Context: an optimization exercise on an open-source flow, tuned for small area, a short achievable clock period and few clock cycles. The choices shown serve that exercise and are no tape-out recipe. In this exercise RTL edits were held to simulation tests only and were not proved equivalent to the original.

==> flow/design.v (outline; a module is shown in full before it is edited, if it fits) <==
// module mme_mac: 5491 lines
// module mme_fa: 11 lines
// module matrix_multiply_engine_core: 287 lines
module matrix_multiply_engine_core
#(
    parameter int MAX_DIM = 8
)
(
    input  logic                                  clk,
    input  logic                                  rst_n,
    input  logic                                  psel,
    input  logic                                  penable,
    input  logic                                  pwrite,
    input  logic [mme_pkg::PADDR_W-1:0]           paddr,
    input  logic [mme_pkg::PDATA_W-1:0]           pwdata,
    output logic [mme_pkg::PDATA_W-1:0]           prdata,
    output logic                                  pready,
    input  logic                                  start,
    output logic                                  busy,
    input  logic [1:0]                            action,
    input  logic [mme_pkg::IDX_W-1:0]             row_index,
    input  logic [mme_pkg::IDX_W-1:0]             col_index,
    input  logic signed [mme_pkg::ELEM_W-1:0]     element_value,
    output logic                                  out_valid,
    output logic [mme_pkg::IDX_W-1:0]             out_row,
    output logic [mme_pkg::IDX_W-1:0]             out_col,
    output logic signed [mme_pkg::ACC_W-1:0]      product_value,
    output logic                                  last
);
  // ...
==> flow/run.sh <==
#!/bin/bash
# synth_recipe.tcl (not shown) runs the flow's synth.tcl, then flattens the netlist and writes it again
# the make line also repeats each setting of config.mk as NAME=value (left out here)
make -C /OpenROAD-flow-scripts/flow DESIGN_CONFIG=/design/flow/config.mk WORK_HOME=/design/flow/orfs CLKGATE_MAP_FILE= SYNTH_SCRIPT=/design/flow/synth_recipe.tcl finish
==> flow/config.mk <==
export PLATFORM = sky130hd
export DESIGN_NAME = matrix_multiply_engine_core
export DESIGN_NICKNAME = matrix_multiply_engine_core
export VERILOG_FILES = /design/flow/design.v
export SDC_FILE = /design/flow/constraint.sdc
export NUM_CORES = 4
export LEC_CHECK = 0
export ABC_CLOCK_PERIOD_IN_PS = 2500
export CAP_MARGIN = 20
export CELL_PAD_IN_SITES_DETAIL_PLACEMENT = 1
export CELL_PAD_IN_SITES_GLOBAL_PLACEMENT = 1
export CORE_MARGIN = 2
export CORE_UTILIZATION = 45
export CTS_CLUSTER_DIAMETER = 150
export CTS_CLUSTER_SIZE = 20
export PLACE_DENSITY = 0.6
export SETUP_SLACK_MARGIN = 5.0
export SLEW_MARGIN = 20
export SYNTH_HIERARCHICAL = 1
export SYNTH_MINIMUM_KEEP_SIZE = 0
==> flow/constraint.sdc <==
create_clock -name core_clock -period 8.0 [get_ports {clk}]
set_input_delay 1.6000 -clock core_clock [delete_from_list [all_inputs] [get_ports {clk}]]
set_output_delay 1.6000 -clock core_clock [all_outputs]
set_load 0.01 [all_outputs]
==> out/metrics.cfg, run 1 <==
[outcome]
status=complete, no violations

[global_route]
use_met3_pct=6.786
grt_util_met1_pct=44.05
grt_pass1_vias=86820

[timing]
clock_skew_ns=0.06618
finalCritPeriodShare_pct=38.49
hold_viol=0
setup_viol_count_final=0

[cells_and_area]
nNetsFinal=10420
nFlopsAndLatches=3019
num-nonclk-inverters=21
multi_input_area_mm2=0.05541
syn2layout_area_growth_pct=7.871

[floorplan]
die-area_mm2=0.3154
tap_cells=4120

[yosys]
yosysMostFrequentCell=edfxtp_1
synth_edf_count=2054
yosys.area.top_type=edfxtp_1
synth_cells=9483
synth_ff_type=edfxtp_1
yosysWarningCount=10

[setup_path]
path_depth=5
ff2ff_path_depth=5
path_class=reg2reg
critPathLaunchType=flip-flop
path_cells=buf_12 > a22oi_1 > nand4_1 > xor2_1 > and2_1

[cts]
clock-sinks=3019

[detailed_routing]
dr.pass1.iters=6
wl_per_cell_um=36.16

[place]
dp.cells=13130

Testbench counts, summed over its fixed seeds: cycles 7,366.
==> module matrix_multiply_engine_core, before the edit <==
module matrix_multiply_engine_core
#(
    parameter int MAX_DIM = 8
)
(
    input  logic                                  clk,
    input  logic                                  rst_n,
    input  logic                                  psel,
    input  logic                                  penable,
    input  logic                                  pwrite,
    input  logic [mme_pkg::PADDR_W-1:0]           paddr,
    input  logic [mme_pkg::PDATA_W-1:0]           pwdata,
    output logic [mme_pkg::PDATA_W-1:0]           prdata,
    output logic                                  pready,
    input  logic                                  start,
    output logic                                  busy,
    input  logic [1:0]                            action,
    input  logic [mme_pkg::IDX_W-1:0]             row_index,
    input  logic [mme_pkg::IDX_W-1:0]             col_index,
    input  logic signed [mme_pkg::ELEM_W-1:0]     element_value,
    output logic                                  out_valid,
    output logic [mme_pkg::IDX_W-1:0]             out_row,
    output logic [mme_pkg::IDX_W-1:0]             out_col,
    output logic signed [mme_pkg::ACC_W-1:0]      product_value,
    output logic                                  last
);
    localparam int N  = mme_pkg::NDIM;
    localparam int EW = mme_pkg::ELEM_W;
    localparam int IW = mme_pkg::IDX_W;
    localparam int DW = mme_pkg::DIM_W;
    logic [DW-1:0] rows_m_reg, inner_k_reg, cols_n_reg;
    logic [DW-1:0] rows_m_nxt, inner_k_nxt, cols_n_nxt;
    logic [DW-1:0] rdata_nxt;
    logic [DW-1:0] rdata_reg;
    logic          cfg_wr;
    assign pready = 1'b1;
    assign cfg_wr = psel & penable & pwrite;
    always_comb
    begin
        rows_m_nxt  = rows_m_reg;
        inner_k_nxt = inner_k_reg;
        cols_n_nxt  = cols_n_reg;
        if (cfg_wr)
        begin
            case (paddr[3:2])
                2'd0:    rows_m_nxt  = pwdata[DW-1:0];
                2'd1:    inner_k_nxt = pwdata[DW-1:0];
                2'd2:    cols_n_nxt  = pwdata[DW-1:0];
                default: ;
            endcase
        end
        case (paddr[3:2])
            2'd0:    rdata_nxt = rows_m_nxt;
            2'd1:    rdata_nxt = inner_k_nxt;
            2'd2:    rdata_nxt = cols_n_nxt;
            default: rdata_nxt = '0;
        endcase
    end
    always_ff @(posedge clk or negedge rst_n)
    begin
        if (!rst_n)
        begin
            rows_m_reg  <= mme_pkg::DIM_RESET;
            inner_k_reg <= mme_pkg::DIM_RESET;
            cols_n_reg  <= mme_pkg::DIM_RESET;
        end
        else
        begin
            rows_m_reg  <= rows_m_nxt;
            inner_k_reg <= inner_k_nxt;
            cols_n_reg  <= cols_n_nxt;
        end
    end
    always_ff @(posedge clk)
    begin
        rdata_reg <= rdata_nxt;
    end
    assign prdata = {{(mme_pkg::PDATA_W-DW){1'b0}}, rdata_reg};
    function automatic logic [IW-1:0] dim_m1(input logic [DW-1:0] dim);
        logic [IW-1:0] r;
        if (dim == '0)
            r = '0;
        else if (dim[3])
            r = IW'(N - 1);
        else
            r = IW'(dim - DW'(1));
        dim_m1 = r;
    endfunction
    logic          busy_reg, busy_nxt;
    logic          issue_reg, issue_nxt;
    logic [IW-1:0] i_reg, i_nxt;
    logic [IW-1:0] j_reg, j_nxt;
    logic [N-1:0]  i_oh_reg, j_oh_reg;    
    logic [N-1:0]  kmask_reg;             
    logic [IW-1:0] mm1_reg, nm1_reg;
    logic [IW-1:0] mm1_eff, nm1_eff;
    logic          accept;
    logic          take_compute;
    logic          j_end, i_end;
    logic          spec_ok;
    assign accept       = start & ~busy_reg;
    assign mm1_eff      = dim_m1(rows_m_reg);
    assign nm1_eff      = dim_m1(cols_n_reg);
    assign take_compute = accept & (action == mme_pkg::ACT_COMPUTE);
    assign j_end        = (j_reg == nm1_reg);
    assign i_end        = (i_reg == mm1_reg);
    assign busy         = busy_reg;
    localparam int D = mme_pkg::MAC_LAT + 1;
    logic [D-1:0]  v_reg, l_reg;
    logic [IW-1:0] orow_reg, ocol_reg;    
    always_comb
    begin
        busy_nxt  = busy_reg;
        issue_nxt = issue_reg;
        i_nxt     = i_reg;
        j_nxt     = j_reg;
        if (take_compute)
        begin
            busy_nxt = 1'b1;
            if (!spec_ok)
            begin
                issue_nxt = 1'b1;
            end
            else if (nm1_eff != '0)
            begin
                issue_nxt = 1'b1;
                j_nxt     = IW'(1);
            end
            else if (mm1_eff != '0)
            begin
                issue_nxt = 1'b1;
                i_nxt     = IW'(1);
            end
        end
        else
        begin
            if (issue_reg)
            begin
                if (j_end)
                begin
                    j_nxt = '0;
                    if (i_end)
                    begin
                        issue_nxt = 1'b0;
                        i_nxt     = '0;
                    end
                    else
                    begin
                        i_nxt = i_reg + IW'(1);
                    end
                end
                else
                begin
                    j_nxt = j_reg + IW'(1);
                end
            end
            if (v_reg[D-1] & l_reg[D-1])
                busy_nxt = 1'b0;
        end
    end
    always_ff @(posedge clk or negedge rst_n)
    begin
        if (!rst_n)
        begin
            busy_reg  <= 1'b0;
            issue_reg <= 1'b0;
            i_reg     <= '0;
            j_reg     <= '0;
            i_oh_reg  <= N'(1);
            j_oh_reg  <= N'(1);
            kmask_reg <= '1;
            v_reg     <= '0;
        end
        else
        begin
            busy_reg  <= busy_nxt;
            issue_reg <= issue_nxt;
            i_reg     <= i_nxt;
            j_reg     <= j_nxt;
            i_oh_reg  <= N'(1) << i_nxt;
            j_oh_reg  <= N'(1) << j_nxt;
            if (!busy_nxt)
            begin
                for (int t = 0; t < N; t++)
                    kmask_reg[t] <= (IW'(t) <= dim_m1(inner_k_nxt));
            end
            v_reg <= {v_reg[D-2:0], (take_compute & spec_ok) | issue_reg};
        end
    end
    always_ff @(posedge clk)
    begin
        if (take_compute)
        begin
            mm1_reg <= mm1_eff;
            nm1_reg <= nm1_eff;
        end
        l_reg <= {l_reg[D-2:0], take_compute ? (spec_ok && mm1_eff == '0 && nm1_eff == '0)
                                             : (issue_reg & i_end & j_end)};
    end
    always_ff @(posedge clk)
    begin
        if (take_compute)
        begin
            orow_reg <= '0;
            ocol_reg <= '0;
        end
        else if (v_reg[D-1])
        begin
            if (ocol_reg == nm1_reg)
            begin
                ocol_reg <= '0;
                orow_reg <= orow_reg + IW'(1);
            end
            else
            begin
                ocol_reg <= ocol_reg + IW'(1);
            end
        end
    end
    logic          ld_v_reg;
    logic          ld_b_reg;
    logic [IW-1:0] ld_row_reg, ld_col_reg;
    logic [EW-1:0] ld_val_reg;
    logic [EW-1:0] a_mem [N][N];
    logic [EW-1:0] b_mem [N][N];
    always_ff @(posedge clk)
    begin
        ld_v_reg   <= accept & ~action[1];
        ld_b_reg   <= action[0];
        ld_row_reg <= row_index;
        ld_col_reg <= col_index;
        ld_val_reg <= element_value;
    end
    always_ff @(posedge clk)
    begin
        for (int r = 0; r < N; r++)
        begin
            for (int c = 0; c < N; c++)
            begin
                if (ld_v_reg && !ld_b_reg && ld_row_reg == IW'(r) && ld_col_reg == IW'(c))
                    a_mem[r][c] <= ld_val_reg;
                if (ld_v_reg && ld_b_reg && ld_row_reg == IW'(r) && ld_col_reg == IW'(c))
                    b_mem[r][c] <= ld_val_reg;
            end
        end
    end
    assign spec_ok = ~(ld_v_reg & (ld_b_reg ? (ld_col_reg == '0) : (ld_row_reg == '0)));
    logic [N*EW-1:0]  b_vec_reg;
    logic [N*EW/2-1:0] a_one_reg, a_two_reg, a_neg_reg;
    always_ff @(posedge clk)
    begin
        for (int t = 0; t < N; t++)
        begin
            logic [EW-1:0] av, bv;
            logic [EW:0]   ax;
            av = '0;
            bv = '0;
            for (int r = 0; r < N; r++)
            begin
                av = av | (a_mem[r][t] & {EW{i_oh_reg[r]}});
                bv = bv | (b_mem[t][r] & {EW{j_oh_reg[r]}});
            end
            ax = {av, 1'b0};
            for (int k = 0; k < EW/2; k++)
            begin
                a_one_reg[t*EW/2+k] <= kmask_reg[t] & (ax[2*k+1] ^ ax[2*k]);
                a_two_reg[t*EW/2+k] <= kmask_reg[t] & ((ax[2*k+2] & ~ax[2*k+1] & ~ax[2*k])
                                                     | (~ax[2*k+2] & ax[2*k+1] & ax[2*k]));
                a_neg_reg[t*EW/2+k] <= kmask_reg[t] & ax[2*k+2];
            end
            b_vec_reg[t*EW +: EW] <= bv;
        end
    end
    mme_mac u_mac
    (
        .clk   (clk),
        .a_one (a_one_reg),
        .a_two (a_two_reg),
        .a_neg (a_neg_reg),
        .b_vec (b_vec_reg),
        .sum   (product_value)
    );
    assign out_valid = v_reg[D-1];
    assign last      = l_reg[D-1];
    assign out_row   = orow_reg;
    assign out_col   = ocol_reg;
endmodule
==> run 2, diff against run 1 <==
--- a/flow/design.v
+++ b/flow/design.v
@@ -3,17 +3,17 @@
     localparam int ELEM_W  = 16;    
     localparam int PROD_W  = 32;    
     localparam int ACC_W   = 35;    
     localparam int IDX_W   = 3;     
     localparam int DIM_W   = 4;     
     localparam int PADDR_W = 4;
     localparam int PDATA_W = 32;
     localparam int NDIM    = 8;     
-    localparam int MAC_LAT = 4;     
+    localparam int MAC_LAT = 3;     
     localparam logic [DIM_W-1:0] DIM_RESET = 4'd8;
     localparam logic [1:0] ACT_LOAD_A  = 2'd0;
     localparam logic [1:0] ACT_LOAD_B  = 2'd1;
     localparam logic [1:0] ACT_COMPUTE = 2'd2;
     localparam logic [1:0] ACT_NONE    = 2'd3;
 endpackage
 `timescale 1ns / 1ps
 module mme_mac
@@ -2532,231 +2532,150 @@
     logic s3558, c3559;
     logic s3560, c3561;
     logic s3562, c3563;
     logic s3564, c3565;
     logic s3566, c3567;
     logic s3568, c3569;
     logic s3570, c3571;
     logic s3572, c3573;
-    logic r7_3574;
-    logic r7_3575;
-    logic r7_3576;
-    logic r7_3577;
-    logic r7_3578;
-    logic r7_3579;
-    logic r7_3580;
-    logic r7_3581;
-    logic r7_3582;
-    logic r7_3583;
-    logic r7_3584;
-    logic r7_3585;
-    logic r7_3586;
-    logic r7_3587;
-    logic r7_3588;
-    logic r7_3589;
-    logic r7_3590;
-    logic r7_3591;
-    logic r7_3592;
-    logic r7_3593;
-    logic r7_3594;
-    logic r7_3595;
-    logic r7_3596;
-    logic r7_3597;
-    logic r7_3598;
-    logic r7_3599;
-    logic r7_3600;
-    logic r7_3601;
-    logic r7_3602;
-    logic r7_3603;
-    logic r7_3604;
-    logic r7_3605;
-    logic r7_3606;
-    logic r7_3607;
-    logic r7_3608;
-    logic r7_3609;
-    logic r7_3610;
-    logic r7_3611;
-    logic r7_3612;
-    logic r7_3613;
-    logic r7_3614;
-    logic r7_3615;
-    logic r7_3616;
-    logic r7_3617;
-    logic r7_3618;
-    logic r7_3619;
-    logic r7_3620;
-    logic r7_3621;
-    logic r7_3622;
-    logic r7_3623;
-    logic r7_3624;
-    logic r7_3625;
-    logic r7_3626;
-    logic r7_3627;
-    logic r7_3628;
-    logic r7_3629;
-    logic r7_3630;
-    logic r7_3631;
-    logic r7_3632;
-    logic r7_3633;
-    logic r7_3634;
-    logic r7_3635;
-    logic r7_3636;
-    logic r7_3637;
-    logic r7_3638;
-    logic r7_3639;
-    logic r7_3640;
-    logic r7_3641;
-    logic r7_3642;
-    logic r7_3643;
-    logic r7_3644;
-    logic r7_3645;
-    logic r7_3646;
-    logic r7_3647;
-    logic r7_3648;
-    logic r7_3649;
-    logic r7_3650;
-    logic r7_3651;
-    logic r7_3652;
-    logic r7_3653;
-    logic r7_3654;
-    logic r7_3655;
-    logic r7_3656;
-    logic r7_3657;
-    logic r7_3658;
-    logic r7_3659;
-    logic r7_3660;
-    logic r7_3661;
-    logic r7_3662;
-    logic r7_3663;
-    logic r7_3664;
-    logic r7_3665;
-    logic r7_3666;
-    logic r7_3667;
-    logic r7_3668;
-    logic r7_3669;
-    logic r7_3670;
-    logic r7_3671;
-    logic r7_3672;
-    logic s3673, c3674;
-    logic s3675, c3676;
-    logic s3677, c3678;
-    logic s3679, c3680;
-    logic s3681, c3682;
-    logic s3683, c3684;
-    logic s3685, c3686;
-    logic s3687, c3688;
-    logic s3689, c3690;
-    logic s3691, c3692;
-    logic s3693, c3694;
-    logic s3695, c3696;
-    logic s3697, c3698;
-    logic s3699, c3700;
-    logic s3701, c3702;
-    logic s3703, c3704;
-    logic s3705, c3706;
-    logic s3707, c3708;
-    logic s3709, c3710;
-    logic s3711, c3712;
-    logic s3713, c3714;
-    logic s3715, c3716;
-    logic s3717, c3718;
-    logic s3719, c3720;
-    logic s3721, c3722;
-    logic s3723, c3724;
-    logic s3725, c3726;
-    logic s3727, c3728;
-    logic s3729, c3730;
-    logic s3731, c3732;
-    logic s3733, c3734;
-    logic s3735, c3736;
-    logic s3737, c3738;
-    logic s3739, c3740;
-    logic s3741, c3742;
-    logic s3743, c3744;
-    logic s3745, c3746;
-    logic s3747, c3748;
-    logic s3749, c3750;
-    logic s3751, c3752;
-    logic s3753, c3754;
-    logic s3755, c3756;
-    logic s3757, c3758;
-    logic s3759, c3760;
-    logic s3761, c3762;
-    logic s3763, c3764;
-    logic s3765, c3766;
-    logic s3767, c3768;
-    logic s3769, c3770;
-    logic s3771, c3772;
-    logic s3773, c3774;
-    logic s3775, c3776;
-    logic s3777, c3778;
-    logic s3779, c3780;
-    logic s3781, c3782;
-    logic s3783, c3784;
-    logic r10_3785;
-    logic r10_3786;
-    logic r10_3787;
-    logic r10_3788;
-    logic r10_3789;
-    logic r10_3790;
-    logic r10_3791;
-    logic r10_3792;
-    logic r10_3793;
-    logic r10_3794;
-    logic r10_3795;
-    logic r10_3796;
-    logic r10_3797;
-    logic r10_3798;
-    logic r10_3799;
-    logic r10_3800;
-    logic r10_3801;
-    logic r10_3802;
-    logic r10_3803;
-    logic r10_3804;
-    logic r10_3805;
-    logic r10_3806;
-    logic r10_3807;
-    logic r10_3808;
-    logic r10_3809;
-    logic r10_3810;
-    logic r10_3811;
-    logic r10_3812;
-    logic r10_3813;
-    logic r10_3814;
-    logic r10_3815;
-    logic r10_3816;
-    logic r10_3817;
-    logic r10_3818;
-    logic r10_3819;
-    logic r10_3820;
-    logic r10_3821;
-    logic r10_3822;
-    logic r10_3823;
-    logic r10_3824;
-    logic r10_3825;
-    logic r10_3826;
-    logic r10_3827;
-    logic r10_3828;
-    logic r10_3829;
-    logic r10_3830;
-    logic r10_3831;
-    logic r10_3832;
-    logic r10_3833;
-    logic r10_3834;
-    logic r10_3835;
-    logic r10_3836;
-    logic r10_3837;
-    logic r10_3838;
-    logic r10_3839;
-    logic r10_3840;
-    logic r10_3841;
-    logic r10_3842;
-    logic r10_3843;
-    logic r10_3844;
+    logic s3574, c3575;
+    logic s3576, c3577;
+    logic s3578, c3579;
+    logic s3580, c3581;
+    logic s3582, c3583;
+    logic s3584, c3585;
+    logic s3586, c3587;
+    logic s3588, c3589;
+    logic s3590, c3591;
+    logic s3592, c3593;
+    logic s3594, c3595;
+    logic s3596, c3597;
+    logic s3598, c3599;
+    logic s3600, c3601;
+    logic s3602, c3603;
+    logic s3604, c3605;
+    logic s3606, c3607;
+    logic s3608, c3609;
+    logic s3610, c3611;
+    logic s3612, c3613;
+    logic s3614, c3615;
+    logic r8_3616;
+    logic r8_3617;
+    logic r8_3618;
+    logic r8_3619;
+    logic r8_3620;
+    logic r8_3621;
+    logic r8_3622;
+    logic r8_3623;
+    logic r8_3624;
+    logic r8_3625;
+    logic r8_3626;
+    logic r8_3627;
+    logic r8_3628;
+    logic r8_3629;
+    logic r8_3630;
+    logic r8_3631;
+    logic r8_3632;
+    logic r8_3633;
+    logic r8_3634;
+    logic r8_3635;
+    logic r8_3636;
+    logic r8_3637;
+    logic r8_3638;
+    logic r8_3639;
+    logic r8_3640;
+    logic r8_3641;
+    logic r8_3642;
+    logic r8_3643;
+    logic r8_3644;
+    logic r8_3645;
+    logic r8_3646;
+    logic r8_3647;
+    logic r8_3648;
+    logic r8_3649;
+    logic r8_3650;
+    logic r8_3651;
+    logic r8_3652;
+    logic r8_3653;
+    logic r8_3654;
+    logic r8_3655;
+    logic r8_3656;
+    logic r8_3657;
+    logic r8_3658;
+    logic r8_3659;
+    logic r8_3660;
+    logic r8_3661;
+    logic r8_3662;
+    logic r8_3663;
+    logic r8_3664;
+    logic r8_3665;
+    logic r8_3666;
+    logic r8_3667;
+    logic r8_3668;
+    logic r8_3669;
+    logic r8_3670;
+    logic r8_3671;
+    logic r8_3672;
+    logic r8_3673;
+    logic r8_3674;
+    logic r8_3675;
+    logic r8_3676;
+    logic r8_3677;
+    logic r8_3678;
+    logic r8_3679;
+    logic r8_3680;
+    logic r8_3681;
+    logic r8_3682;
+    logic r8_3683;
+    logic r8_3684;
+    logic r8_3685;
+    logic r8_3686;
+    logic r8_3687;
+    logic r8_3688;
+    logic r8_3689;
+    logic r8_3690;
+    logic r8_3691;
+    logic r8_3692;
+    logic r8_3693;
+    logic s3694, c3695;
+    logic s3696, c3697;
+    logic s3698, c3699;
+    logic s3700, c3701;
+    logic s3702, c3703;
+    logic s3704, c3705;
+    logic s3706, c3707;
+    logic s3708, c3709;
+    logic s3710, c3711;
+    logic s3712, c3713;
+    logic s3714, c3715;
+    logic s3716, c3717;
+    logic s3718, c3719;
+    logic s3720, c3721;
+    logic s3722, c3723;
+    logic s3724, c3725;
+    logic s3726, c3727;
+    logic s3728, c3729;
+    logic s3730, c3731;
+    logic s3732, c3733;
+    logic s3734, c3735;
+    logic s3736, c3737;
+    logic s3738, c3739;
+    logic s3740, c3741;
+    logic s3742, c3743;
+    logic s3744, c3745;
+    logic s3746, c3747;
+    logic s3748, c3749;
+    logic s3750, c3751;
+    logic s3752, c3753;
+    logic s3754, c3755;
+    logic s3756, c3757;
+    logic s3758, c3759;
+    logic s3760, c3761;
+    logic s3762, c3763;
     assign pp1 = ((a_one[0] & b_vec[0]) ^ a_neg[0]);
     assign pp2 = (((a_one[0] & b_vec[1]) | (a_two[0] & b_vec[0])) ^ a_neg[0]);
     assign pp3 = (((a_one[0] & b_vec[2]) | (a_two[0] & b_vec[1])) ^ a_neg[0]);
     assign pp4 = (((a_one[0] & b_vec[3]) | (a_two[0] & b_vec[2])) ^ a_neg[0]);
     assign pp5 = (((a_one[0] & b_vec[4]) | (a_two[0] & b_vec[3])) ^ a_neg[0]);
     assign pp6 = (((a_one[0] & b_vec[5]) | (a_two[0] & b_vec[4])) ^ a_neg[0]);
     assign pp7 = (((a_one[0] & b_vec[6]) | (a_two[0] & b_vec[5])) ^ a_neg[0]);
     assign pp8 = (((a_one[0] & b_vec[7]) | (a_two[0] & b_vec[6])) ^ a_neg[0]);
@@ -4896,89 +4815,89 @@
     mme_fa u_s3558 (.a(c3485), .b(c3487), .c(s3488), .s(s3558), .co(c3559));
     mme_fa u_s3560 (.a(c3489), .b(c3491), .c(s3492), .s(s3560), .co(c3561));
     mme_fa u_s3562 (.a(c3493), .b(c3495), .c(s3496), .s(s3562), .co(c3563));
     mme_fa u_s3564 (.a(c3497), .b(c3499), .c(s3500), .s(s3564), .co(c3565));
     mme_fa u_s3566 (.a(c3501), .b(s3502), .c(s3398), .s(s3566), .co(c3567));
     mme_fa u_s3568 (.a(c3503), .b(s3504), .c(s3402), .s(s3568), .co(c3569));
     mme_fa u_s3570 (.a(c3505), .b(s3506), .c(r3_3027), .s(s3570), .co(c3571));
     mme_fa u_s3572 (.a(c3507), .b(c3405), .c(s3406), .s(s3572), .co(c3573));
-    mme_fa u_s3673 (.a(r7_3580), .b(r7_3581), .c(r7_3582), .s(s3673), .co(c3674));
-    mme_fa u_s3675 (.a(r7_3589), .b(r7_3590), .c(r7_3591), .s(s3675), .co(c3676));
-    mme_fa u_s3677 (.a(r7_3593), .b(r7_3594), .c(r7_3595), .s(s3677), .co(c3678));
-    mme_fa u_s3679 (.a(r7_3596), .b(r7_3597), .c(r7_3598), .s(s3679), .co(c3680));
-    mme_fa u_s3681 (.a(r7_3599), .b(r7_3600), .c(r7_3601), .s(s3681), .co(c3682));
-    mme_fa u_s3683 (.a(r7_3602), .b(r7_3603), .c(r7_3604), .s(s3683), .co(c3684));
-    mme_fa u_s3685 (.a(r7_3607), .b(r7_3608), .c(r7_3609), .s(s3685), .co(c3686));
-    mme_fa u_s3687 (.a(r7_3611), .b(r7_3612), .c(r7_3613), .s(s3687), .co(c3688));
-    mme_fa u_s3689 (.a(r7_3615), .b(r7_3616), .c(r7_3617), .s(s3689), .co(c3690));
-    mme_fa u_s3691 (.a(r7_3619), .b(r7_3620), .c(r7_3621), .s(s3691), .co(c3692));
-    mme_fa u_s3693 (.a(r7_3623), .b(r7_3624), .c(r7_3625), .s(s3693), .co(c3694));
-    mme_fa u_s3695 (.a(r7_3627), .b(r7_3628), .c(r7_3629), .s(s3695), .co(c3696));
-    mme_fa u_s3697 (.a(r7_3632), .b(r7_3633), .c(r7_3634), .s(s3697), .co(c3698));
-    mme_fa u_s3699 (.a(r7_3636), .b(r7_3637), .c(r7_3638), .s(s3699), .co(c3700));
-    mme_fa u_s3701 (.a(r7_3641), .b(r7_3642), .c(r7_3643), .s(s3701), .co(c3702));
-    mme_fa u_s3703 (.a(r7_3645), .b(r7_3646), .c(r7_3647), .s(s3703), .co(c3704));
-    mme_fa u_s3705 (.a(r7_3648), .b(r7_3649), .c(r7_3650), .s(s3705), .co(c3706));
-    mme_fa u_s3707 (.a(r7_3651), .b(r7_3652), .c(r7_3653), .s(s3707), .co(c3708));
-    mme_fa u_s3709 (.a(r7_3655), .b(r7_3656), .c(r7_3657), .s(s3709), .co(c3710));
-    mme_fa u_s3711 (.a(r7_3662), .b(r7_3663), .c(r7_3664), .s(s3711), .co(c3712));
-    mme_fa u_s3713 (.a(r7_3667), .b(r7_3668), .c(r7_3669), .s(s3713), .co(c3714));
-    mme_fa u_s3715 (.a(c3674), .b(r7_3583), .c(r7_3584), .s(s3715), .co(c3716));
-    mme_fa u_s3717 (.a(c3682), .b(s3683), .c(r7_3605), .s(s3717), .co(c3718));
-    mme_fa u_s3719 (.a(c3684), .b(s3685), .c(r7_3610), .s(s3719), .co(c3720));
-    mme_fa u_s3721 (.a(c3686), .b(s3687), .c(r7_3614), .s(s3721), .co(c3722));
-    mme_fa u_s3723 (.a(c3688), .b(s3689), .c(r7_3618), .s(s3723), .co(c3724));
-    mme_fa u_s3725 (.a(c3690), .b(s3691), .c(r7_3622), .s(s3725), .co(c3726));
-    mme_fa u_s3727 (.a(c3692), .b(s3693), .c(r7_3626), .s(s3727), .co(c3728));
-    mme_fa u_s3729 (.a(c3694), .b(s3695), .c(r7_3630), .s(s3729), .co(c3730));
-    mme_fa u_s3731 (.a(c3696), .b(s3697), .c(r7_3635), .s(s3731), .co(c3732));
-    mme_fa u_s3733 (.a(c3698), .b(s3699), .c(r7_3639), .s(s3733), .co(c3734));
-    mme_fa u_s3735 (.a(c3700), .b(s3701), .c(r7_3644), .s(s3735), .co(c3736));
-    mme_fa u_s3737 (.a(c3706), .b(s3707), .c(r7_3654), .s(s3737), .co(c3738));
-    mme_fa u_s3739 (.a(c3710), .b(r7_3658), .c(r7_3659), .s(s3739), .co(c3740));
-    mme_fa u_s3741 (.a(c3712), .b(r7_3665), .c(r7_3666), .s(s3741), .co(c3742));
-    mme_fa u_s3743 (.a(c3714), .b(r7_3670), .c(r7_3671), .s(s3743), .co(c3744));
-    assign s3745 = c3716 ^ r7_3585;
-    assign c3746 = c3716 & r7_3585;
-    assign s3747 = r7_3587 ^ r7_3588;
-    assign c3748 = r7_3587 & r7_3588;
-    assign s3749 = s3675 ^ r7_3592;
-    assign c3750 = s3675 & r7_3592;
-    assign s3751 = c3676 ^ s3677;
-    assign c3752 = c3676 & s3677;
-    assign s3753 = c3678 ^ s3679;
-    assign c3754 = c3678 & s3679;
-    assign s3755 = c3680 ^ s3681;
-    assign c3756 = c3680 & s3681;
-    assign s3757 = s3717 ^ r7_3606;
-    assign c3758 = s3717 & r7_3606;
-    assign s3759 = c3718 ^ s3719;
-    assign c3760 = c3718 & s3719;
-    assign s3761 = c3720 ^ s3721;
-    assign c3762 = c3720 & s3721;
-    assign s3763 = c3722 ^ s3723;
-    assign c3764 = c3722 & s3723;
-    assign s3765 = c3724 ^ s3725;
-    assign c3766 = c3724 & s3725;
-    assign s3767 = c3726 ^ s3727;
-    assign c3768 = c3726 & s3727;
-    mme_fa u_s3769 (.a(c3728), .b(s3729), .c(r7_3631), .s(s3769), .co(c3770));
-    assign s3771 = c3730 ^ s3731;
-    assign c3772 = c3730 & s3731;
-    mme_fa u_s3773 (.a(c3732), .b(s3733), .c(r7_3640), .s(s3773), .co(c3774));
-    assign s3775 = c3734 ^ s3735;
-    assign c3776 = c3734 & s3735;
-    mme_fa u_s3777 (.a(c3736), .b(c3702), .c(s3703), .s(s3777), .co(c3778));
-    assign s3779 = c3704 ^ s3705;
-    assign c3780 = c3704 & s3705;
-    assign s3781 = c3738 ^ c3708;
-    assign c3782 = c3738 & c3708;
-    assign s3783 = c3740 ^ r7_3660;
-    assign c3784 = c3740 & r7_3660;
+    mme_fa u_s3574 (.a(c3509), .b(c3415), .c(s3416), .s(s3574), .co(c3575));
+    mme_fa u_s3576 (.a(c3515), .b(s3516), .c(s3282), .s(s3576), .co(c3577));
+    mme_fa u_s3578 (.a(c3517), .b(s3518), .c(s3288), .s(s3578), .co(c3579));
+    mme_fa u_s3580 (.a(c3519), .b(s3520), .c(r3_2775), .s(s3580), .co(c3581));
+    mme_fa u_s3582 (.a(c3521), .b(s3522), .c(s3524), .s(s3582), .co(c3583));
+    mme_fa u_s3584 (.a(c3523), .b(c3525), .c(s3526), .s(s3584), .co(c3585));
+    mme_fa u_s3586 (.a(c3527), .b(s3528), .c(s3444), .s(s3586), .co(c3587));
+    mme_fa u_s3588 (.a(c3529), .b(s3530), .c(s3532), .s(s3588), .co(c3589));
+    mme_fa u_s3590 (.a(c3531), .b(c3533), .c(s3534), .s(s3590), .co(c3591));
+    mme_fa u_s3592 (.a(c3535), .b(c3537), .c(s3538), .s(s3592), .co(c3593));
+    mme_fa u_s3594 (.a(c3539), .b(c3541), .c(s3542), .s(s3594), .co(c3595));
+    mme_fa u_s3596 (.a(c3543), .b(c3545), .c(s3546), .s(s3596), .co(c3597));
+    mme_fa u_s3598 (.a(c3547), .b(c3549), .c(s3550), .s(s3598), .co(c3599));
+    mme_fa u_s3600 (.a(c3551), .b(c3553), .c(s3554), .s(s3600), .co(c3601));
+    mme_fa u_s3602 (.a(c3555), .b(s3556), .c(s3484), .s(s3602), .co(c3603));
+    mme_fa u_s3604 (.a(c3557), .b(s3558), .c(s3490), .s(s3604), .co(c3605));
+    mme_fa u_s3606 (.a(c3559), .b(s3560), .c(s3494), .s(s3606), .co(c3607));
+    mme_fa u_s3608 (.a(c3561), .b(s3562), .c(s3498), .s(s3608), .co(c3609));
+    mme_fa u_s3610 (.a(c3563), .b(s3564), .c(s3394), .s(s3610), .co(c3611));
+    mme_fa u_s3612 (.a(c3569), .b(s3570), .c(r3_3028), .s(s3612), .co(c3613));
+    mme_fa u_s3614 (.a(c3573), .b(c3407), .c(s3408), .s(s3614), .co(c3615));
+    mme_fa u_s3694 (.a(r8_3623), .b(r8_3624), .c(r8_3625), .s(s3694), .co(c3695));
+    mme_fa u_s3696 (.a(r8_3638), .b(r8_3639), .c(r8_3640), .s(s3696), .co(c3697));
+    mme_fa u_s3698 (.a(r8_3642), .b(r8_3643), .c(r8_3644), .s(s3698), .co(c3699));
+    mme_fa u_s3700 (.a(r8_3645), .b(r8_3646), .c(r8_3647), .s(s3700), .co(c3701));
+    mme_fa u_s3702 (.a(r8_3648), .b(r8_3649), .c(r8_3650), .s(s3702), .co(c3703));
+    mme_fa u_s3704 (.a(r8_3651), .b(r8_3652), .c(r8_3653), .s(s3704), .co(c3705));
+    mme_fa u_s3706 (.a(r8_3654), .b(r8_3655), .c(r8_3656), .s(s3706), .co(c3707));
+    mme_fa u_s3708 (.a(r8_3657), .b(r8_3658), .c(r8_3659), .s(s3708), .co(c3709));
+    mme_fa u_s3710 (.a(r8_3661), .b(r8_3662), .c(r8_3663), .s(s3710), .co(c3711));
+    mme_fa u_s3712 (.a(r8_3664), .b(r8_3665), .c(r8_3666), .s(s3712), .co(c3713));
+    mme_fa u_s3714 (.a(r8_3668), .b(r8_3669), .c(r8_3670), .s(s3714), .co(c3715));
+    mme_fa u_s3716 (.a(r8_3675), .b(r8_3676), .c(r8_3677), .s(s3716), .co(c3717));
+    mme_fa u_s3718 (.a(r8_3680), .b(r8_3681), .c(r8_3682), .s(s3718), .co(c3719));
+    mme_fa u_s3720 (.a(r8_3686), .b(r8_3687), .c(r8_3688), .s(s3720), .co(c3721));
+    mme_fa u_s3722 (.a(r8_3690), .b(r8_3691), .c(r8_3692), .s(s3722), .co(c3723));
+    assign s3724 = c3695 ^ r8_3626;
+    assign c3725 = c3695 & r8_3626;
+    assign s3726 = r8_3628 ^ r8_3629;
+    assign c3727 = r8_3628 & r8_3629;
+    assign s3728 = r8_3630 ^ r8_3631;
+    assign c3729 = r8_3630 & r8_3631;
+    assign s3730 = r8_3632 ^ r8_3633;
+    assign c3731 = r8_3632 & r8_3633;
+    assign s3732 = r8_3634 ^ r8_3635;
+    assign c3733 = r8_3634 & r8_3635;
+    assign s3734 = r8_3636 ^ r8_3637;
+    assign c3735 = r8_3636 & r8_3637;
+    assign s3736 = s3696 ^ r8_3641;
+    assign c3737 = s3696 & r8_3641;
+    assign s3738 = c3697 ^ s3698;
+    assign c3739 = c3697 & s3698;
+    assign s3740 = c3699 ^ s3700;
+    assign c3741 = c3699 & s3700;
+    assign s3742 = c3701 ^ s3702;
+    assign c3743 = c3701 & s3702;
+    assign s3744 = c3703 ^ s3704;
+    assign c3745 = c3703 & s3704;
+    assign s3746 = c3705 ^ s3706;
+    assign c3747 = c3705 & s3706;
+    mme_fa u_s3748 (.a(c3707), .b(s3708), .c(r8_3660), .s(s3748), .co(c3749));
+    assign s3750 = c3709 ^ s3710;
+    assign c3751 = c3709 & s3710;
+    mme_fa u_s3752 (.a(c3711), .b(s3712), .c(r8_3667), .s(s3752), .co(c3753));
+    assign s3754 = c3713 ^ s3714;
+    assign c3755 = c3713 & s3714;
+    mme_fa u_s3756 (.a(c3715), .b(r8_3671), .c(r8_3672), .s(s3756), .co(c3757));
+    assign s3758 = r8_3673 ^ r8_3674;
+    assign c3759 = r8_3673 & r8_3674;
+    assign s3760 = c3717 ^ r8_3678;
+    assign c3761 = c3717 & r8_3678;
+    assign s3762 = c3719 ^ r8_3683;
+    assign c3763 = c3719 & r8_3683;
     always_ff @(posedge clk)
     begin
         r3_2675 <= s1839;
         r3_2676 <= s1841;
         r3_2677 <= s2341;
         r3_2678 <= s1845;
         r3_2679 <= s1847;
         r3_2680 <= c2342;
@@ -5334,179 +5253,98 @@
         r3_3030 <= c2670;
         r3_3031 <= s2671;
         r3_3032 <= s2673;
         r3_3033 <= c2672;
         r3_3034 <= c2674;
         r3_3035 <= c2338;
         r3_3036 <= s2339;
         r3_3037 <= c2340;
-        r7_3574 <= r3_2675;
-        r7_3575 <= r3_2676;
-        r7_3576 <= s3038;
-        r7_3577 <= s3260;
-        r7_3578 <= s3412;
-        r7_3579 <= s3508;
-        r7_3580 <= c3509;
-        r7_3581 <= c3415;
-        r7_3582 <= s3416;
-        r7_3583 <= s3510;
-        r7_3584 <= s3056;
-        r7_3585 <= c3511;
-        r7_3586 <= s3512;
-        r7_3587 <= c3513;
-        r7_3588 <= s3514;
-        r7_3589 <= c3515;
-        r7_3590 <= s3516;
-        r7_3591 <= s3282;
-        r7_3592 <= s3076;
-        r7_3593 <= c3517;
-        r7_3594 <= s3518;
-        r7_3595 <= s3288;
-        r7_3596 <= c3519;
-        r7_3597 <= s3520;
-        r7_3598 <= r3_2775;
-        r7_3599 <= c3521;
-        r7_3600 <= s3522;
-        r7_3601 <= s3524;
-        r7_3602 <= c3523;
-        r7_3603 <= c3525;
-        r7_3604 <= s3526;
-        r7_3605 <= s3440;
-        r7_3606 <= s3308;
-        r7_3607 <= c3527;
-        r7_3608 <= s3528;
-        r7_3609 <= s3444;
-        r7_3610 <= s3446;
-        r7_3611 <= c3529;
-        r7_3612 <= s3530;
-        r7_3613 <= s3532;
-        r7_3614 <= r3_2845;
-        r7_3615 <= c3531;
-        r7_3616 <= c3533;
-        r7_3617 <= s3534;
-        r7_3618 <= s3536;
-        r7_3619 <= c3535;
-        r7_3620 <= c3537;
-        r7_3621 <= s3538;
-        r7_3622 <= s3540;
-        r7_3623 <= c3539;
-        r7_3624 <= c3541;
-        r7_3625 <= s3542;
-        r7_3626 <= s3544;
-        r7_3627 <= c3543;
-        r7_3628 <= c3545;
-        r7_3629 <= s3546;
-        r7_3630 <= s3548;
-        r7_3631 <= s3354;
-        r7_3632 <= c3547;
-        r7_3633 <= c3549;
-        r7_3634 <= s3550;
-        r7_3635 <= s3552;
-        r7_3636 <= c3551;
-        r7_3637 <= c3553;
-        r7_3638 <= s3554;
-        r7_3639 <= s3480;
-        r7_3640 <= s3482;
-        r7_3641 <= c3555;
-        r7_3642 <= s3556;
-        r7_3643 <= s3484;
-        r7_3644 <= s3486;
-        r7_3645 <= c3557;
-        r7_3646 <= s3558;
-        r7_3647 <= s3490;
-        r7_3648 <= c3559;
-        r7_3649 <= s3560;
-        r7_3650 <= s3494;
-        r7_3651 <= c3561;
-        r7_3652 <= s3562;
-        r7_3653 <= s3498;
-        r7_3654 <= r3_2999;
-        r7_3655 <= c3563;
-        r7_3656 <= s3564;
-        r7_3657 <= s3394;
-        r7_3658 <= c3565;
-        r7_3659 <= s3566;
-        r7_3660 <= c3567;
-        r7_3661 <= s3568;
-        r7_3662 <= c3569;
-        r7_3663 <= s3570;
-        r7_3664 <= r3_3028;
-        r7_3665 <= c3571;
-        r7_3666 <= s3572;
-        r7_3667 <= c3573;
-        r7_3668 <= c3407;
-        r7_3669 <= s3408;
-        r7_3670 <= c3409;
-        r7_3671 <= s3410;
-        r7_3672 <= c3411;
-        r10_3785 <= r7_3574;
-        r10_3786 <= r7_3575;
-        r10_3787 <= r7_3576;
-        r10_3788 <= r7_3577;
-        r10_3789 <= r7_3578;
-        r10_3790 <= r7_3579;
-        r10_3791 <= s3673;
-        r10_3792 <= s3715;
-        r10_3793 <= s3745;
-        r10_3794 <= r7_3586;
-        r10_3795 <= s3747;
-        r10_3796 <= c3746;
-        r10_3797 <= s3749;
-        r10_3798 <= c3748;
-        r10_3799 <= s3751;
-        r10_3800 <= c3750;
-        r10_3801 <= s3753;
-        r10_3802 <= c3752;
-        r10_3803 <= s3755;
-        r10_3804 <= c3754;
-        r10_3805 <= s3757;
-        r10_3806 <= c3756;
-        r10_3807 <= s3759;
-        r10_3808 <= c3758;
-        r10_3809 <= s3761;
-        r10_3810 <= c3760;
-        r10_3811 <= s3763;
-        r10_3812 <= c3762;
-        r10_3813 <= s3765;
-        r10_3814 <= c3764;
-        r10_3815 <= s3767;
-        r10_3816 <= c3766;
-        r10_3817 <= s3769;
-        r10_3818 <= c3768;
-        r10_3819 <= s3771;
-        r10_3820 <= c3770;
-        r10_3821 <= s3773;
-        r10_3822 <= c3772;
-        r10_3823 <= s3775;
-        r10_3824 <= c3774;
-        r10_3825 <= s3777;
-        r10_3826 <= c3776;
-        r10_3827 <= s3779;
-        r10_3828 <= c3778;
-        r10_3829 <= s3737;
-        r10_3830 <= c3780;
-        r10_3831 <= s3781;
-        r10_3832 <= s3709;
-        r10_3833 <= s3739;
-        r10_3834 <= c3782;
-        r10_3835 <= s3783;
-        r10_3836 <= r7_3661;
-        r10_3837 <= s3711;
-        r10_3838 <= c3784;
-        r10_3839 <= s3741;
-        r10_3840 <= c3742;
-        r10_3841 <= s3713;
-        r10_3842 <= s3743;
-        r10_3843 <= c3744;
-        r10_3844 <= r7_3672;
+        r8_3616 <= r3_2675;
+        r8_3617 <= r3_2676;
+        r8_3618 <= s3038;
+        r8_3619 <= s3260;
+        r8_3620 <= s3412;
+        r8_3621 <= s3508;
+        r8_3622 <= s3574;
+        r8_3623 <= c3575;
+        r8_3624 <= s3510;
+        r8_3625 <= s3056;
+        r8_3626 <= c3511;
+        r8_3627 <= s3512;
+        r8_3628 <= c3513;
+        r8_3629 <= s3514;
+        r8_3630 <= s3576;
+        r8_3631 <= s3076;
+        r8_3632 <= c3577;
+        r8_3633 <= s3578;
+        r8_3634 <= c3579;
+        r8_3635 <= s3580;
+        r8_3636 <= c3581;
+        r8_3637 <= s3582;
+        r8_3638 <= c3583;
+        r8_3639 <= s3584;
+        r8_3640 <= s3440;
+        r8_3641 <= s3308;
+        r8_3642 <= c3585;
+        r8_3643 <= s3586;
+        r8_3644 <= s3446;
+        r8_3645 <= c3587;
+        r8_3646 <= s3588;
+        r8_3647 <= r3_2845;
+        r8_3648 <= c3589;
+        r8_3649 <= s3590;
+        r8_3650 <= s3536;
+        r8_3651 <= c3591;
+        r8_3652 <= s3592;
+        r8_3653 <= s3540;
+        r8_3654 <= c3593;
+        r8_3655 <= s3594;
+        r8_3656 <= s3544;
+        r8_3657 <= c3595;
+        r8_3658 <= s3596;
+        r8_3659 <= s3548;
+        r8_3660 <= s3354;
+        r8_3661 <= c3597;
+        r8_3662 <= s3598;
+        r8_3663 <= s3552;
+        r8_3664 <= c3599;
+        r8_3665 <= s3600;
+        r8_3666 <= s3480;
+        r8_3667 <= s3482;
+        r8_3668 <= c3601;
+        r8_3669 <= s3602;
+        r8_3670 <= s3486;
+        r8_3671 <= c3603;
+        r8_3672 <= s3604;
+        r8_3673 <= c3605;
+        r8_3674 <= s3606;
+        r8_3675 <= c3607;
+        r8_3676 <= s3608;
+        r8_3677 <= r3_2999;
+        r8_3678 <= c3609;
+        r8_3679 <= s3610;
+        r8_3680 <= c3611;
+        r8_3681 <= c3565;
+        r8_3682 <= s3566;
+        r8_3683 <= c3567;
+        r8_3684 <= s3568;
+        r8_3685 <= s3612;
+        r8_3686 <= c3613;
+        r8_3687 <= c3571;
+        r8_3688 <= s3572;
+        r8_3689 <= s3614;
+        r8_3690 <= c3615;
+        r8_3691 <= c3409;
+        r8_3692 <= s3410;
+        r8_3693 <= c3411;
     end
     logic [34:0] row_a, row_b;
-    assign row_a = {1'b1, r10_3843, r10_3842, r10_3840, r10_3839, r10_3837, r10_3835, r10_3833, r10_3831, r10_3829, r10_3827, r10_3825, r10_3823, r10_3821, r10_3819, r10_3817, r10_3815, r10_3813, r10_3811, r10_3809, r10_3807, r10_3805, r10_3803, r10_3801, r10_3799, r10_3797, r10_3795, r10_3793, r10_3792, r10_3791, r10_3790, r10_3789, r10_3788, r10_3787, r10_3785};
-    assign row_b = {1'b0, r10_3844, 1'b0, r10_3841, 1'b0, r10_3838, r10_3836, r10_3834, r10_3832, r10_3830, r10_3828, r10_3826, r10_3824, r10_3822, r10_3820, r10_3818, r10_3816, r10_3814, r10_3812, r10_3810, r10_3808, r10_3806, r10_3804, r10_3802, r10_3800, r10_3798, r10_3796, r10_3794, 1'b0, 1'b0, 1'b0, 1'b0, 1'b0, 1'b0, r10_3786};
+    assign row_a = {1'b1, c3723, s3722, c3721, s3720, r8_3685, s3762, s3718, s3760, s3716, s3758, s3756, s3754, s3752, s3750, s3748, s3746, s3744, s3742, s3740, s3738, s3736, s3734, s3732, s3730, s3728, s3726, s3724, s3694, r8_3622, r8_3621, r8_3620, r8_3619, r8_3618, r8_3616};
+    assign row_b = {1'b0, r8_3693, 1'b0, r8_3689, 1'b0, c3763, r8_3684, c3761, r8_3679, c3759, c3757, c3755, c3753, c3751, c3749, c3747, c3745, c3743, c3741, c3739, c3737, c3735, c3733, c3731, c3729, c3727, c3725, r8_3627, 1'b0, 1'b0, 1'b0, 1'b0, 1'b0, 1'b0, r8_3617};
     always_ff @(posedge clk)
     begin
         sum <= row_a + row_b;
     end
 endmodule
 module mme_fa
 (
     input  logic a,
@@ -5579,28 +5417,26 @@
     end
     always_ff @(posedge clk or negedge rst_n)
     begin
         if (!rst_n)
         begin
             rows_m_reg  <= mme_pkg::DIM_RESET;
             inner_k_reg <= mme_pkg::DIM_RESET;
             cols_n_reg  <= mme_pkg::DIM_RESET;
+            rdata_reg   <= '0;
         end
         else
         begin
             rows_m_reg  <= rows_m_nxt;
             inner_k_reg <= inner_k_nxt;
             cols_n_reg  <= cols_n_nxt;
+            rdata_reg   <= rdata_nxt;
         end
     end
-    always_ff @(posedge clk)
-    begin
-        rdata_reg <= rdata_nxt;
-    end
     assign prdata = {{(mme_pkg::PDATA_W-DW){1'b0}}, rdata_reg};
     function automatic logic [IW-1:0] dim_m1(input logic [DW-1:0] dim);
         logic [IW-1:0] r;
         if (dim == '0)
             r = '0;
         else if (dim[3])
             r = IW'(N - 1);
         else
@@ -5685,48 +5521,48 @@
         begin
             busy_reg  <= 1'b0;
             issue_reg <= 1'b0;
             i_reg     <= '0;
             j_reg     <= '0;
             i_oh_reg  <= N'(1);
             j_oh_reg  <= N'(1);
             kmask_reg <= '1;
+            mm1_reg   <= '0;
+            nm1_reg   <= '0;
             v_reg     <= '0;
+            l_reg     <= '0;
         end
         else
         begin
             busy_reg  <= busy_nxt;
             issue_reg <= issue_nxt;
             i_reg     <= i_nxt;
             j_reg     <= j_nxt;
             i_oh_reg  <= N'(1) << i_nxt;
             j_oh_reg  <= N'(1) << j_nxt;
             if (!busy_nxt)
             begin
                 for (int t = 0; t < N; t++)
                     kmask_reg[t] <= (IW'(t) <= dim_m1(inner_k_nxt));
             end
+            if (take_compute)
+            begin
+                mm1_reg <= mm1_eff;
+                nm1_reg <= nm1_eff;
+            end
             v_reg <= {v_reg[D-2:0], (take_compute & spec_ok) | issue_reg};
+            l_reg <= {l_reg[D-2:0], take_compute ? (spec_ok && mm1_eff == '0 && nm1_eff == '0)
+                                                 : (issue_reg & i_end & j_end)};
         end
     end
     always_ff @(posedge clk)
     begin
         if (take_compute)
         begin
-            mm1_reg <= mm1_eff;
-            nm1_reg <= nm1_eff;
-        end
-        l_reg <= {l_reg[D-2:0], take_compute ? (spec_ok && mm1_eff == '0 && nm1_eff == '0)
-                                             : (issue_reg & i_end & j_end)};
-    end
-    always_ff @(posedge clk)
-    begin
-        if (take_compute)
-        begin
             orow_reg <= '0;
             ocol_reg <= '0;
         end
         else if (v_reg[D-1])
         begin
             if (ocol_reg == nm1_reg)
             begin
                 ocol_reg <= '0;
--- a/flow/config.mk
+++ b/flow/config.mk
@@ -8,13 +8,13 @@
 export ABC_CLOCK_PERIOD_IN_PS = 2500
 export CAP_MARGIN = 20
 export CELL_PAD_IN_SITES_DETAIL_PLACEMENT = 1
 export CELL_PAD_IN_SITES_GLOBAL_PLACEMENT = 1
 export CORE_MARGIN = 2
 export CORE_UTILIZATION = 45
 export CTS_CLUSTER_DIAMETER = 150
 export CTS_CLUSTER_SIZE = 20
-export PLACE_DENSITY = 0.6
-export SETUP_SLACK_MARGIN = 5.0
+export PLACE_DENSITY = 0.55
+export SETUP_SLACK_MARGIN = 4.9
 export SLEW_MARGIN = 20
 export SYNTH_HIERARCHICAL = 1
 export SYNTH_MINIMUM_KEEP_SIZE = 0
==> run 2 against run 1 <==
Critical path depth stayed put. Synthesized area is 1.1% lower. Flip-flop and latch count is 83 lower.
==> out/metrics.cfg, run 2 <==
[place]
dp.final_hpwl_mm=370.2
dp.cells=13050  ; -0.65%
numPortBuffers=83
gp_congestion=1.004

[outcome]
status=complete, no violations

[yosys]
yosysMostFrequentCell=edfxtp_1
syn_area_mm2=0.1384
ys_seq_area_share_pct=57.51
avgSynthCellArea_um2=14.68
synth_cells=9426  ; -0.60%
yosysWarningCount=10  ; unchanged
yosys.area.top_type=edfxtp_1
netlist_top_cells_count=2,048 x edfxtp_1, 1,986 x a22oi_1, 1,100 x fa_1
synth_ff_type=edfxtp_1
synth_area_leaders=edfxtp_1 44%, fa_1 16%, dfxtp_1 12%
ys_ff_latch=2936
synth_edf_count=2048  ; -0.29%
ys_types=86
synth_top_cell_area_share_pct=44.43
synthArstFlopShare_pct=2.112

[global_route]
grt_pass1_vias=86510  ; -0.37%
grt_antenna_before_repair=31
groute.usage.overall_pct=34.11
grt-ovfl-total=0
grt_pass1_wl_mm=732.2
grt_start_max_net_pins=110

[cells_and_area]
syn2layout_area_growth_pct=8.158
fin_cells=13380
layout_common_cells=2,048 x edfxtp_1, 1,986 x a22oi_1, 1,052 x xnor2_1
layout_commonest_cell=edfxtp_1
nNetsFinal=10370  ; -0.53%
multi_input_area_mm2=0.05599  ; +1.0%
drive_above_1_share_pct=10.75
ff_latch_area_mm2=0.08024
nFillCells=29300

[setup_path]
cp_slowest_stage_delay_ns=0.70
path_cells=fa_2 > fa_2 > fa_2 > fa_2 > fa_2
crit_path_end_kind=flip-flop
cp.required_ns=8.74
cp_data_arrival_time_ns=4.00
cp_slowest_cell=fa_2
cp.buffers_inverters=0
rrSetupSlack_ns=4.75
path_class=reg2reg
critPathTopFamily=adder cells
critPathLaunchType=flip-flop
crit_path_frequent_cell=fa_2
critical_path.max_fanout=1

[timing]
max_freq_mhz=307.5
hold_viol=0  ; unchanged
setup_viol_count_final=0  ; unchanged
finalCritPeriodShare_pct=40.65  ; +2.2 points
min_period_ns=3.252
holdWs_ns=0.3384
tns_ns=0
clock_skew_ns=0.04466  ; -0.02152 ns
slew_violations=0
rsz0062_at_grt=true
slew_headroom_pct=17.37
worst_pin_slew_ns=1.235

[cts]
htreeDepth=4
clock-root-buffer=clkbuf_16
clkLatencyLatePin_ns=0.90
clock-sinks=2936  ; -2.7%
clock_path_buffers=4
cts_tree=done
cts_buffers=171
path_clk_slew_ns=0.09

[floorplan]
die_w_um=558.6
die_y_um=558.6
coreArea_mm2=0.3061
io_pins=143
die-area_mm2=0.3121  ; -1.0%
start_util_pct=45.23
rows=203

[detailed_routing]
vias=85310
wl_per_cell_um=40.10  ; +11%
drt-initial-drc-count=10420
dr.pass1.iters=6  ; unchanged
route.detailed.drc=0
avgViaCountPerCell=6.374
ant_nets=0
drt_wl_total_mm=536.7

[job]
maxCapViolCount=0

[min_path]
hold_path.class=reg2reg

==> run 2: changes by cell type after synthesis, moves of 9 or more <==
cell / change
dfxtp_1: -90
clkbuf_1: -29
buf_2: +16
dfrtp_1: +13
a21oi_1: +11
buf_1: +11
xnor2_1: +9
==> run 2: metrics by stage <==
| step | setup WS [ns] | util (%) | instance area, µm² |
|---|---|---|---|
| 2_1_floorplan | 4.924 | - | 138500 |
| 3_3_place_gp | 4.229 | 46.86 | 143400 |
| 3_5_place_dp | 4.176 | 46.90 | 143500 |
| 4_1_cts | 4.783 | 48.73 | 149100 |
| 5_1_grt | 4.789 | 48.90 | 149700 |
| 6_report | 4.748 | 48.92 | 149700 |
==> run 2: final timing paths <==
check,start,to,depth (start not counted)
worst max-delay path,u_mac.r3_2753$_DFF_P_,u_mac.r8_3635$_DFF_P_,5
worst min-delay path,u_mac.r3_2845$_DFF_P_,u_mac.r8_3647$_DFF_P_,0
worst max register to register,u_mac.r3_2753$_DFF_P_,u_mac.r8_3635$_DFF_P_,5
worst min register to register,u_mac.r3_2845$_DFF_P_,u_mac.r8_3647$_DFF_P_,0
max in group asynchronous,rst_n,i_oh_reg[2]$_DFF_PN0_,1
min in group asynchronous,rst_n,inner_k_reg[0]$_DFF_PN0_,1
==> run 2: final cells by class <==
cell class	instances	area share, %
repair buffers	396	2.208
well taps	4100	3.427
inverters	22	0.05516
flip-flops and latches	2936	53.60
multi-input cells	5626	37.40
diodes	30	0.05014
clock buffers	258	3.091
clock inverters	16	0.1772
==> run 2: cells by family after synthesis <==
logic type | Yosys count | synth area share (%)
muxes | 20 | 0.1537
other | 3 | 0.008135
buffers and inverters | 898 | 2.638
AOI/OAI and AO/OA | 2247 | 12.00
adders and majority gates | 1150 | 16.36
and+or+nand+nor | 984 | 3.815
xor gates and xnor gates | 1188 | 7.517
DFF | 2936 | 57.51
==> run 2: what timing repair did <==
action	4_1_cts	5_1_grt
gates resized for setup	454	108
pin swaps	22	31
endpoints found under the setup margin	514	176
buffers inserted	16	18
hold buffers	0	0
==> run 2: per-module statistics from Yosys (local to each module, per instance) <==
module,flip-flops and latches,cells,copies in the design
matrix_multiply_engine_core,2460,4811,1
mme_mac,476,3515,1
mme_fa,0,1,1100
==> run 2: routing by layer <==
layer | share of wire (%) | up-vias | GRT usage (%)
li1 | - | 34170 | -
met1 | 42 | 46310 | 48.03
met2 | 44 | 4051 | 51.74
met3 | 7.8 | 771 | 5.811
met4 | 5.6 | 12 | 15.66
met5 | 0.014 | - | 0
==> run 2: worst register-to-register path, stage by stage, from the launching register on <==
cell	delay [ns]
dfxtp_4	0.38
fa_2	0.36
fa_2	0.70
fa_2	0.57
fa_2	0.65
fa_2	0.45
Testbench counts of run 2, summed over its fixed seeds: cycles 7,318.
==> run 3, diff against run 2 <==
--- a/flow/design.v
+++ b/flow/design.v
@@ -5529,7 +5529,6 @@
             mm1_reg   <= '0;
             nm1_reg   <= '0;
             v_reg     <= '0;
-            l_reg     <= '0;
         end
         else
         begin
@@ -5550,12 +5549,15 @@
                 nm1_reg <= nm1_eff;
             end
             v_reg <= {v_reg[D-2:0], (take_compute & spec_ok) | issue_reg};
-            l_reg <= {l_reg[D-2:0], take_compute ? (spec_ok && mm1_eff == '0 && nm1_eff == '0)
-                                                 : (issue_reg & i_end & j_end)};
         end
     end
     always_ff @(posedge clk)
     begin
+        l_reg <= {l_reg[D-2:0], take_compute ? (spec_ok && mm1_eff == '0 && nm1_eff == '0)
+                                             : (issue_reg & i_end & j_end)};
+    end
+    always_ff @(posedge clk)
+    begin
         if (take_compute)
         begin
             orow_reg <= '0;
--- a/flow/config.mk
+++ b/flow/config.mk
@@ -13,8 +13,8 @@
 export CORE_UTILIZATION = 45
 export CTS_CLUSTER_DIAMETER = 150
 export CTS_CLUSTER_SIZE = 20
-export PLACE_DENSITY = 0.55
-export SETUP_SLACK_MARGIN = 4.9
+export PLACE_DENSITY = 0.6
+export SETUP_SLACK_MARGIN = 5.0
 export SLEW_MARGIN = 20
 export SYNTH_HIERARCHICAL = 1
 export SYNTH_MINIMUM_KEEP_SIZE = 0
==> run 3 against run 2 <==
Via count fell by 0.62%. Critical path type unchanged. Final cell count down 0.23%. Sequential share of layout area barely moved. Still clean on timing, DRC and antenna. Largest cell class unchanged.
==> out/metrics.cfg, run 3 <==
[outcome]
status=complete, no violations

[floorplan]
die_y_um=558.6  ; about the same
coreArea_mm2=0.3058  ; about the same
die_w_um=558.6  ; about the same
start_util_pct=45.26  ; about the same
die-area_mm2=0.3120  ; about the same
rows=203  ; unchanged
io_pins=143  ; unchanged

[yosys]
yosysWarningCount=10  ; unchanged
synth_edf_count=2048  ; unchanged
synth_ff_type=edfxtp_1
synth_top_cell_area_share_pct=44.44  ; about the same
synth_fa_ha_area_share_pct=16.36  ; about the same
synth-xor-area-share_pct=7.518  ; about the same
synth_cells=9426  ; unchanged
yosys.area.top_type=edfxtp_1
ys_ff_latch=2936  ; unchanged
synth_area_leaders=edfxtp_1 44%, fa_1 16%, dfxtp_1 12%
synth_compound_area_share_pct=12.00  ; about the same
syn_area_mm2=0.1384  ; about the same
netlist_top_cells_count=2,048 x edfxtp_1, 1,986 x a22oi_1, 1,100 x fa_1
synth-simple-area-share_pct=3.816  ; about the same
ys_seq_area_share_pct=57.50  ; about the same
synthArstFlopShare_pct=1.975  ; -0.14 points
ys_types=86  ; unchanged
synth_top_family_by_area=adder cells
muxShareOfSynthArea_pct=0.1537  ; about the same
yosysMostFrequentCell=edfxtp_1
avgSynthCellArea_um2=14.68  ; about the same

[global_route]
groute.usage.overall_pct=31.10  ; -3.0 points
grt_antenna_before_repair=36  ; +16%
grt_pass1_vias=86960  ; +0.53%
grt-ovfl-total=0  ; unchanged
grt_pass1_wl_mm=686.8  ; -6.2%
grt_start_max_net_pins=108  ; -1.8%

[cells_and_area]
fin_cells=13350  ; -0.23%
layout_common_cells=2,048 x edfxtp_1, 1,986 x a22oi_1, 1,053 x xnor2_1
nNetsFinal=10340  ; -0.31%
layout_commonest_cell=edfxtp_1
syn2layout_area_growth_pct=8.238  ; about the same
drive_above_1_share_pct=12.53  ; +1.8 points

[place]
dp.cells=13020  ; -0.20%
numPortBuffers=83  ; unchanged
dp.final_hpwl_mm=337.7  ; -8.8%
gp_congestion=0.9827  ; -2.1%

[detailed_routing]
drt-initial-drc-count=9646  ; -7.4%
drt_wl_total_mm=489.7  ; -8.8%
avgViaCountPerCell=6.349  ; -0.39%
wl_per_cell_um=36.67  ; -8.5%
ant_nets=0  ; unchanged
dr.pass1.iters=6  ; unchanged
vias=84780  ; -0.62%
route.detailed.drc=0  ; unchanged

[cts]
clkLatencyLatePin_ns=0.91  ; about the same
clock-sinks=2936  ; unchanged
cts.hold.buffers_added=0  ; unchanged
path_clk_slew_ns=0.09  ; about the same
cts_buffers=170  ; -0.58%
clock-root-buffer=clkbuf_16
htreeDepth=4  ; unchanged
clock_path_buffers=4  ; unchanged
cts_tree=done

[setup_path]
path_class=reg2reg
cp.required_ns=8.81  ; +0.07 ns
critPathLaunchType=flip-flop
critical_path.max_fanout=1  ; unchanged
crit_path_end_kind=flip-flop
cp_data_arrival_time_ns=3.94  ; -0.06 ns

[min_path]
hold_path.class=reg2reg

[timing]
min_period_ns=3.128  ; -0.1246 ns
worst_pin_slew_ns=1.184  ; -0.05082 ns
rsz0062_at_grt=true
finalCritPeriodShare_pct=39.10  ; -1.6 points
hold_viol=0  ; unchanged
slew_violations=0  ; unchanged
clock_skew_ns=0.05253  ; +0.007872 ns
slew_headroom_pct=21.04  ; +3.7 points
tns_ns=0  ; unchanged
setup_viol_count_final=0  ; unchanged
max_freq_mhz=319.7  ; +4.0%

[job]
maxCapViolCount=0  ; unchanged

==> run 3: final timing paths <==
path	cells after the start	start	slack (ns)	endpoint
max	5	u_mac.r3_2827$_DFF_P_	4.87	u_mac.r8_3646$_DFF_P_
max reg2reg	5	u_mac.r3_2827$_DFF_P_	4.87	u_mac.r8_3646$_DFF_P_
min in group asynchronous	2	rst_n	0.83	rows_m_reg[0]$_DFF_PN0_
max in group asynchronous	2	rst_n	6.58	j_oh_reg[6]$_DFF_PN0_
min	0	l_reg[2]$_DFF_P_	0.33	l_reg[3]$_DFF_P_
min reg2reg	0	l_reg[2]$_DFF_P_	0.33	l_reg[3]$_DFF_P_
==> run 3: through the flow <==
step | hold slack [ns] | cell area (µm²) | util (%) | worst slack, ns
after detailed placement | 0.3150 | 143200 | 46.84 | 4.109
after global routing | 0.3401 | 149800 | 48.98 | 4.817
after CTS | 0.3353 | 149200 | 48.80 | 4.819
after floorplan | 0.3096 | 138500 | - | 5.042
after global placement | 0.3149 | 143200 | 46.83 | 4.200
final | 0.3320 | 149800 | 48.99 | 4.872
==> run 3: repair_timing <==
item                                    4_1_cts  5_1_grt
gates resized for setup                     725      150
setup buffers                                22        7
endpoints found under the setup margin      547      225
gates cloned                                  0        0
pin swaps                                    93       89
endpoints found under the hold margin         0        0
==> run 3: Yosys stat by module (local to each module, per instance) <==
module,flip-flops and latches,cells inside,times used
mme_mac,476,3515,1
mme_fa,0,1,1100
matrix_multiply_engine_core,2460,4811,1
==> run 3: critical path, stage by stage, from the launching register on <==
cell and delay [ns]:
dfxtp_2 0.36, fa_2 0.59, fa_2 0.45, fa_2 0.55, fa_2 0.45, fa_2 0.63
==> run 3: layer usage <==
metal | GRT usage, % | wire length (µm) | vias up | share of wire (%)
met3 | 7.013 | 46320 | 637 | 9.5
met4 | 7.111 | 12710 | 2 | 2.6
met2 | 48.42 | 223800 | 4005 | 46
li1 | - | - | 34080 | -
met1 | 44.46 | 206800 | 46060 | 42
met5 | 0 | 13 | - | 0.0027
==> run 3: final cells by class <==
class / count / area (µm²)
fill: 29360 / 156000
sequential: 2936 / 80350
multi-input combinational: 5626 / 56110
tap: 4100 / 5130
clock buffer: 280 / 4710
timing repair buffer: 365 / 3194
clock inverter: 14 / 205.2
inverter: 22 / 82.58
antenna: 10 / 25.02
==> run 3: logic make-up (layout without fill, tap and decap cells) <==
kind of cell | after synthesis | in the layout
xor+xnor | 1188 | 1188
fa+ha+maj | 1150 | 1150
buf+inv | 898 | 681
other cells | 3 | 47
simple gates | 984 | 984
compound gates | 2247 | 2247
mux | 20 | 20
flops | 2936 | 2936
Testbench counts of run 3, summed over its fixed seeds: cycles 7,318.

## what the ideal ports hide
In the flow no input, the clock included, has a driving cell. The finished layouts below were timed again as built, in two steps.
Step 1 assumes that a clkbuf_16 drives the clock port and a buf_2 every other input.
Step 2 times the ports against the registers' clock, not the clock port: input delays grow and output delays shrink by t, the midpoint of the rising clock arrivals with the driver on.
Slacks: no drivers / after step 1 / after step 2; pairs: no drivers / after step 1.
run | t, ns | setup slack, ns | hold WS [ns] | worst register clock-pin slew, ns | pins driven straight from the clock port
run 1 | 0.984 | 4.921 / 4.841 / 4.367 | 0.311 / 0.311 / 0.311 | 0.10 / 0.10 | 1
run 2 | 0.985 | 4.748 / 4.748 / 4.193 | 0.338 / 0.338 / 0.338 | 0.10 / 0.10 | 1
run 3 | 0.989 | 4.872 / 4.826 / 4.355 | 0.332 / 0.332 / 0.332 | 0.10 / 0.10 | 1
After both steps setup and hold are still met in every run listed. For run 2, which loses most, drivers alone change the setup slack by 0.000 ns; drivers and shift together by -0.555 ns.
